From an optimization exercise on the open Yosys and OpenROAD flow, aimed at small area, a short achievable clock period and few clock cycles per item; shortcuts taken in it are not production practice. In this exercise RTL edits were held to simulation tests only and were not proved equivalent to the original. Power is estimated from default activity; no workload was simulated.

==> nickel <==
## lda_top
module lda_top (
  input  logic                         clk,
  input  logic                         arst_n,
  input  logic                         wb_cyc,
  input  logic                         wb_stb,
  input  logic                         wb_we,
  input  logic [lda_pkg::WB_ADR_W-1:0] wb_adr,
  input  logic [31:0]                  wb_dat_w,
  input  logic [3:0]                   wb_sel,     
  output logic [31:0]                  wb_dat_r,
  output logic                         wb_ack
);
export LEC_CHECK = 0
export ABC_AREA = 1
export CAP_MARGIN = 20
export CORE_MARGIN = 2
export CORE_UTILIZATION = 45
export CTS_CLUSTER_DIAMETER = 50
export CTS_CLUSTER_SIZE = 30
export SETUP_SLACK_MARGIN = 2.5
export SLEW_MARGIN = 20
create_clock -name core_clock -period 6.5 [get_ports {clk}]
run.sh (not shown) runs the stock make flow with config.mk's settings and CLKGATE_MAP_FILE= SYNTH_SCRIPT=/design/flow/synth_recipe.tcl, a recipe that flattens the netlist after the stock synthesis.
==> inputs of willow, as changes to nickel <==
CORE_UTILIZATION = 65   (was 45)
SETUP_SLACK_MARGIN = 2.0   (was 2.5)
==> summary of the runs <==
willow produced a clean layout. nickel produced a clean layout.
Of nickel and willow, nickel has the higher die area (gap 44%, measured against willow).
In flip-flop and latch count, nickel and willow do not differ.
Against willow, the wire length of nickel is larger by about 3%.
Between nickel and willow, the lower utilization is in nickel (gap 22 points).
In combinational power, nickel and willow hardly differ.
Between nickel and willow, the lower clock-buffer cell count is in willow (gap 12).
Against nickel, the non-clock buffer count of willow is lower by 32.
In sequential power, willow and nickel hardly differ.
Testbench counts of nickel, summed over its fixed seeds: cycles 3,840, items 80.
Testbench counts of willow, summed over its fixed seeds: cycles 3,840, items 80.

==> job 3083 <==
Starting RTL as in the previous note.
make LEC_CHECK=0 ABC_AREA=1 CAP_MARGIN=20 CORE_MARGIN=2 CORE_UTILIZATION=65 CTS_CLUSTER_DIAMETER=50 CTS_CLUSTER_SIZE=30 SETUP_SLACK_MARGIN=3.0 SLEW_MARGIN=20 finish   # period 6.5 ns
==> job 9654: changes against job 3083 <==
--- a/flow/config.mk
+++ b/flow/config.mk
@@ -8,8 +8,8 @@
 export ABC_AREA = 1
 export CAP_MARGIN = 20
 export CORE_MARGIN = 2
-export CORE_UTILIZATION = 65
+export CORE_UTILIZATION = 55
 export CTS_CLUSTER_DIAMETER = 50
 export CTS_CLUSTER_SIZE = 30
-export SETUP_SLACK_MARGIN = 3.0
+export SETUP_SLACK_MARGIN = 2.5
 export SLEW_MARGIN = 20
==> comparison table <==
metric	job 3083	job 9654
Status	finished clean	finished clean
Combined global-route utilization of all metal layers	32.86%	25.74%
Slack of the worst reg-to-reg path	2770 ps	2660 ps
Least setup slack across all paths after layout	2445 ps	2439 ps
Via count of the first global-routing pass	29055	27270
Worst reg-to-reg path cell count	14	17
Cell row count	96	105
Filler cells	4065	6503
Slew of the pin with the lowest slew margin	1148 ps	1117 ps
Bufs w/o clock	239	206
Placeable core area	68830 sq um	81980 sq um
Final-layout clock buffer total	102	105
Clock-cell share of area	6.500%	7.116%
Met2 routing resource usage after global routing	50.14%	40.53%
DR vias/cell	5.593	5.189
Final wirelength	122.4 mm	110.5 mm
Die X-Extent	268.3 um	291.4 um
Seq. pwr	9.09 mW	9.08 mW
Post-cts resize count	557	383
Psw	5.499 mW	5.489 mW
Number of DRC markers after the initial detailed-route iteration	3078	2256
DP Cell Count	5159	5318
Initial standard-cell utilization of the core	65.98%	55.40%
Destination of the worst register-to-register timing path	scatter_calc_inst.pxx_r[18]	scatter_calc_inst.pxx_r[24]
Critical Path Start	wb_adr[3]	wb_adr[4]
Utilization after layout	79.62%	64.47%
Count of nets after finishing	4763	4734
Testbench counts of job 3083, summed over its fixed seeds: cycles 3,840, items 80.
Testbench counts of job 9654, summed over its fixed seeds: cycles 3,840, items 80.

==> 07-07 <==
lda_top again, from the RTL that the note above started with.
Settings: LEC_CHECK=0, ABC_AREA=1, CAP_MARGIN=20, CORE_MARGIN=2, CORE_UTILIZATION=55, CTS_CLUSTER_DIAMETER=50, CTS_CLUSTER_SIZE=30, SETUP_SLACK_MARGIN=2.75, SLEW_MARGIN=20; clock period 6.5 ns.
==> 12-21: changes against 07-07 <==
Settings changed: CORE_UTILIZATION 55 to 65, SETUP_SLACK_MARGIN 2.75 to 2.5.
==> 03-22: changes against 07-07 <==
Settings changed: GPL_TIMING_DRIVEN set to 1, SETUP_SLACK_MARGIN 2.75 to 2.5.
==> comparison table <==
item	07-07	03-22	12-21
Result of the run	complete, no violations	complete, no violations	complete, no violations
Num rows	105	105	96
Worst setup path startpoint	wb_adr[3]	wb_adr[4]	wb_adr[3]
Placeable Area	82000 um^2	82000 um^2	68800 um^2
Plain + repair buffers	220	206	190
Y dimension of the die	291 um	291 um	268 um
Total power draw	18800 uW	18800 uW	18900 uW
Transition time of the tightest slew-check pin	1.06 ns	1.12 ns	1.13 ns
Share of the final layout cell area in multi-input gates	27.3%	26.6%	26.7%
Invs w/o clock	663	663	667
Crit path buffers/inverters	5	7	5
Share of total power in the clock network	36.2%	36.2%	36.0%
Grt met1 use	36.3%	36.2%	42.4%
Post-route worst setup slack	2.39 ns	2.44 ns	2.37 ns
Clock group	6810 uW	6830 uW	6810 uW
R2R Path Start	class_accum_inst.a_n[6]	scatter_calc_inst.b_two[1]	scatter_calc_inst.b_one[1]
Worst slack at placement	0.780 ns	0.780 ns	0.941 ns
Area delta synth->final	18.3%	16.4%	16.2%
Net count, final	4747	4734	4717
# placed instances	5318	5318	5172
Post-route met1 wirelength	50.6 mm	50.3 mm	47.7 mm
Fraction of area in registers	54.3%	55.1%	55.2%
Testbench counts of 07-07, summed over its fixed seeds: cycles 3,840, items 80.
Testbench counts of 12-21, summed over its fixed seeds: cycles 3,840, items 80.
Testbench counts of 03-22, summed over its fixed seeds: cycles 3,840, items 80.

==> port drivers added, routing unchanged <==
In the flow no input, the clock included, has a driving cell. The finished layouts below were timed again as built, in two steps.
Step 1 sets driving cells, clkbuf_16 on the clock port and buf_2 on the other inputs (assumed; they add their load-dependent delay and slew).
Step 2 moves the port delays by t, midway between the first and last clock arrival at a register: inputs arrive t later, outputs are due t later. That takes back most of the time a late clock gives input paths.
Slacks: ideal ports / drivers / drivers and shift; pairs: ideal ports / drivers.
| run | t (ns) | slack for setup (ns) | worst setup path after step 2 | pins driven straight from the clock port |
|---|---|---|---|---|
| nickel | 0.766 | 2.378 / 2.309 / 2.309 | input to output | 1 |
| willow | 0.736 | 1.979 / 1.919 / 1.919 | input to output | 1 |
| job 3083 | 0.742 | 2.445 / 2.363 / 2.128 | input to register | 1 |
| job 9654 | 0.750 | 2.439 / 2.362 / 2.292 | input to register | 1 |
| 07-07 | 0.753 | 2.387 / 2.309 / 2.270 | input to register | 1 |
| 12-21 | 0.739 | 2.371 / 2.322 / 2.157 | input to register | 1 |
| 03-22 | 0.750 | 2.439 / 2.362 / 2.292 | input to register | 1 |
After both steps every run listed still meets setup and hold. The setup slack of job 3083, which loses most, moves by -0.082 ns with the drivers and by -0.317 ns with both steps.
